Context: an optimization exercise on an open-source flow, tuned for small area. The choices shown serve that exercise and are no tape-out recipe.
Only simulation tests tie the RTL to the original design; equivalence was not proved.
Power figures rest on the tool's default switching activity, not on a simulated workload.

==> flow/design.v (excerpt) <==
module rx_engine_top #(
   parameter int window_cycles = rx_monitor_pkg::window_cycles_default
) (
   input  logic                     clk,
   input  logic                     rst_n,
   input  logic                     cq_valid_i,
   input  pcie_cq_pkg::cq_beat_t    cq_beat_i,
   input  logic                     compl_done_i,
   input  logic                     tp_clear_i,
   input  logic                     tp_sample_en_i,
   output logic                     cq_ready_o,
   output logic                     req_compl_o,
   output pcie_cq_pkg::rd_req_t     rd_req_o,
   output logic                     fifo_we_o,
   output pcie_cq_pkg::fifo_word_t  fifo_word_o,
   output rx_monitor_pkg::tp_hist_t tp_hist_o
);
Settings: LEC_CHECK=0, CAP_MARGIN=20, CORE_AREA=2.5 2.5 317.5 317.5, DIE_AREA=0 0 320 320, PLACE_DENSITY=0.8, SLEW_MARGIN=20, BUFFER_PORTS_ARGS=-buffer_cell sky130_fd_sc_hd__buf_1, CTS_ARGS=-sink_clustering_enable -repair_clock_nets -dont_use_dummy_load -buf_list "sky130_fd_sc_hd__clkbuf_8" -sink_clustering_size 30 -sink_clustering_max_diameter 40, SKIP_REPAIR_TIE_FANOUT=1; clock period 5.0 ns.
standard.sh (not shown) runs the stock make flow with config.mk's settings and CLKGATE_MAP_FILE= SYNTH_SCRIPT=/design/flow/synth_recipe.tcl, a recipe that flattens the netlist after the stock synthesis.
==> flow/flow/run.sh <==
#!/bin/bash
# Standard ORFS layout with two layout-only changes:
#  - port buffers are sky130_fd_sc_hd__buf_1 instead of the default pick
#  - CTS inserts no dummy balancing loads
# Each tool's output stays in orfs/logs; make's own output goes to make.log.
set -euo pipefail
cat >> config.mk <<'CFG'
export BUFFER_PORTS_ARGS = -buffer_cell sky130_fd_sc_hd__buf_1
export CTS_ARGS = -sink_clustering_enable -repair_clock_nets -dont_use_dummy_load -buf_list "sky130_fd_sc_hd__clkbuf_8" -sink_clustering_size 30 -sink_clustering_max_diameter 40
export SKIP_REPAIR_TIE_FANOUT = 1
CFG
bash standard.sh > make.log 2>&1
The first run passed the timing, design-rule and antenna checks.
Next try:
==> flow/flow/run.sh (replaced) <==
#!/bin/bash
# The standard ORFS layout (standard.sh, unchanged synthesis) with these
# layout-only settings added to config.mk:
#  - port buffers are sky130_fd_sc_hd__buf_1 instead of the default pick
#  - CTS builds the tree from clkbuf_8 with sink clusters of at most 21 flops
#    within 50 um, and inserts no dummy balancing loads
#  - tie cells are not duplicated per load: one tie-low cell drives all
#    constant-0 outputs, one tie-high cell the constant-1 output
# ORFS writes each tool's full log under orfs/logs/; make's own output goes
# to make.log in the work folder.
set -euo pipefail
cat >> config.mk <<'CFG'
export BUFFER_PORTS_ARGS = -buffer_cell sky130_fd_sc_hd__buf_1
export CTS_ARGS = -sink_clustering_enable -repair_clock_nets -dont_use_dummy_load -buf_list "sky130_fd_sc_hd__clkbuf_8" -sink_clustering_size 21 -sink_clustering_max_diameter 50
export SKIP_REPAIR_TIE_FANOUT = 1
CFG
bash standard.sh > make.log 2>&1
--- a/flow/config.mk
+++ b/flow/config.mk
@@ -11 +11,3 @@
-export PLACE_DENSITY = 0.8
+export GPL_ROUTABILITY_DRIVEN = 0
+export GPL_TIMING_DRIVEN = 0
+export PLACE_DENSITY = 0.92
@@ -14 +16 @@
-export CTS_ARGS = -sink_clustering_enable -repair_clock_nets -dont_use_dummy_load -buf_list "sky130_fd_sc_hd__clkbuf_8" -sink_clustering_size 30 -sink_clustering_max_diameter 40
+export CTS_ARGS = -sink_clustering_enable -repair_clock_nets -dont_use_dummy_load -buf_list "sky130_fd_sc_hd__clkbuf_8" -sink_clustering_size 21 -sink_clustering_max_diameter 50
Effect: The new run finished clean. Die area is unchanged. Synthesized area stays the same. Clock-buffer cell count goes down by 22. Global-route usage goes up by 1.1 points. Wire length goes up by 11%. Register-to-register slack gets worse by 0.29 ns. Sequential cell count does not change. Final cell count goes up by 8.4%. Power went down by 2.5%. Via count rises by 10%. Synthesized cell count stays the same.
Next try:
==> flow/flow/run.sh (replaced) <==
#!/bin/bash
# Standard ORFS layout with two layout-only changes:
#  - port buffers are sky130_fd_sc_hd__buf_1 instead of the default pick
#  - CTS inserts no dummy balancing loads
# Each tool's output stays in orfs/logs; make's own output goes to make.log.
set -euo pipefail
cat >> config.mk <<'CFG'
export BUFFER_PORTS_ARGS = -buffer_cell sky130_fd_sc_hd__buf_1
export CTS_ARGS = -sink_clustering_enable -repair_clock_nets -dont_use_dummy_load -buf_list "sky130_fd_sc_hd__clkbuf_16" -sink_clustering_size 36 -sink_clustering_max_diameter 50
export SKIP_REPAIR_TIE_FANOUT = 1
CFG
bash standard.sh > make.log 2>&1
--- a/flow/config.mk
+++ b/flow/config.mk
@@ -11,2 +10,0 @@
-export GPL_ROUTABILITY_DRIVEN = 0
-export GPL_TIMING_DRIVEN = 0
@@ -16 +14 @@
-export CTS_ARGS = -sink_clustering_enable -repair_clock_nets -dont_use_dummy_load -buf_list "sky130_fd_sc_hd__clkbuf_8" -sink_clustering_size 21 -sink_clustering_max_diameter 50
+export CTS_ARGS = -sink_clustering_enable -repair_clock_nets -dont_use_dummy_load -buf_list "sky130_fd_sc_hd__clkbuf_16" -sink_clustering_size 36 -sink_clustering_max_diameter 50
Effect:
- The new run ran to the end with no violations
- worst setup slack improves by 0.097 ns
- cell count falls by a little under a tenth
- die area does not change
- fmax came out higher by a few percent
- clock skew went up by 0.0093 ns
- via count is lower by a little under a tenth
- area after synthesis does not change
- design area shrinks by a few percent
Next try:
--- a/flow/flow/run.sh
+++ b/flow/flow/run.sh
@@ -9 +9 @@
-export CTS_ARGS = -sink_clustering_enable -repair_clock_nets -dont_use_dummy_load -buf_list "sky130_fd_sc_hd__clkbuf_16" -sink_clustering_size 36 -sink_clustering_max_diameter 50
+export CTS_ARGS = -sink_clustering_enable -repair_clock_nets -dont_use_dummy_load -buf_list "sky130_fd_sc_hd__clkbuf_8" -sink_clustering_size 21 -sink_clustering_max_diameter 50
--- a/flow/config.mk
+++ b/flow/config.mk
@@ -14 +14 @@
-export CTS_ARGS = -sink_clustering_enable -repair_clock_nets -dont_use_dummy_load -buf_list "sky130_fd_sc_hd__clkbuf_16" -sink_clustering_size 36 -sink_clustering_max_diameter 50
+export CTS_ARGS = -sink_clustering_enable -repair_clock_nets -dont_use_dummy_load -buf_list "sky130_fd_sc_hd__clkbuf_8" -sink_clustering_size 21 -sink_clustering_max_diameter 50
After rerunning:
- setup slack loses 0.029 ns
- global-route usage is about the same
- critical path depth does not change
- core utilization drops by 0.57 points
- die area does not change
- fmax drops by about 0.8%
Next try:
--- a/flow/flow/run.sh
+++ b/flow/flow/run.sh
@@ -9 +9 @@
-export CTS_ARGS = -sink_clustering_enable -repair_clock_nets -dont_use_dummy_load -buf_list "sky130_fd_sc_hd__clkbuf_8" -sink_clustering_size 21 -sink_clustering_max_diameter 50
+export CTS_ARGS = -sink_clustering_enable -repair_clock_nets -dont_use_dummy_load -buf_list "sky130_fd_sc_hd__clkbuf_8" -sink_clustering_size 18 -sink_clustering_max_diameter 50
--- a/flow/config.mk
+++ b/flow/config.mk
@@ -14 +14 @@
-export CTS_ARGS = -sink_clustering_enable -repair_clock_nets -dont_use_dummy_load -buf_list "sky130_fd_sc_hd__clkbuf_8" -sink_clustering_size 21 -sink_clustering_max_diameter 50
+export CTS_ARGS = -sink_clustering_enable -repair_clock_nets -dont_use_dummy_load -buf_list "sky130_fd_sc_hd__clkbuf_8" -sink_clustering_size 18 -sink_clustering_max_diameter 50
Power went up by 0.48%.
Synthesized cell count does not change.
Utilization stays flat.
Final cell count barely changes.
Cell area stays flat.
Die area stays the same.
Sequential share of layout area is about the same.
Next try:
--- a/flow/config.mk
+++ b/flow/config.mk
@@ -11 +11 @@
-export PLACE_DENSITY = 0.92
+export PLACE_DENSITY = 0.8
Utilization is about the same.
Count of clock-buffer cells in the layout goes up by 1.
Synthesized cell count does not change.
Global-route usage goes down by 0.25 points.
Non-clock buffer count goes up by 2.

==> port drivers added, routing unchanged <==
How much do the figures lean on ideal ports? The routed layouts below were timed once more, with nothing changed but the port constraints. Step 1 (the two cells are an assumption about what drives the block):
set clk [get_ports {clk}]
set_driving_cell -lib_cell sky130_fd_sc_hd__clkbuf_16 $clk
set_driving_cell -lib_cell sky130_fd_sc_hd__buf_2 [delete_from_list [all_inputs] $clk]
Step 2 adds t to the input delays and takes it off the output delays; t is the mean of the earliest and latest rising clock arrival at the registers after step 1. Input paths then give back, and output paths get back, about the clock's delay inside the block. a / b / c = ideal ports / drivers / drivers and shift; a / b = the first two.
run	shift t [ns]	slack for setup (ns)	worst hold slack (ns)	cell pins on the clock port's net
the first run	0.726	1.091 / 1.034 / 1.080	0.325 / 0.298 / 0.356	1
the second run	0.703	1.135 / 1.082 / 1.262	0.353 / 0.324 / 0.375	1
the third run	0.687	1.231 / 1.174 / 1.227	0.387 / 0.351 / 0.390	1
the fourth run	0.713	1.202 / 1.147 / 1.236	0.362 / 0.332 / 0.387	1
the fifth run	0.717	1.200 / 1.142 / 1.236	0.358 / 0.332 / 0.358	1
the sixth run	0.709	1.106 / 1.075 / 1.075	0.360 / 0.346 / 0.360	1
After both steps every run listed still meets setup and hold. The setup slack of the sixth run, which loses most, moves by -0.031 ns with the drivers and by -0.031 ns with both steps.
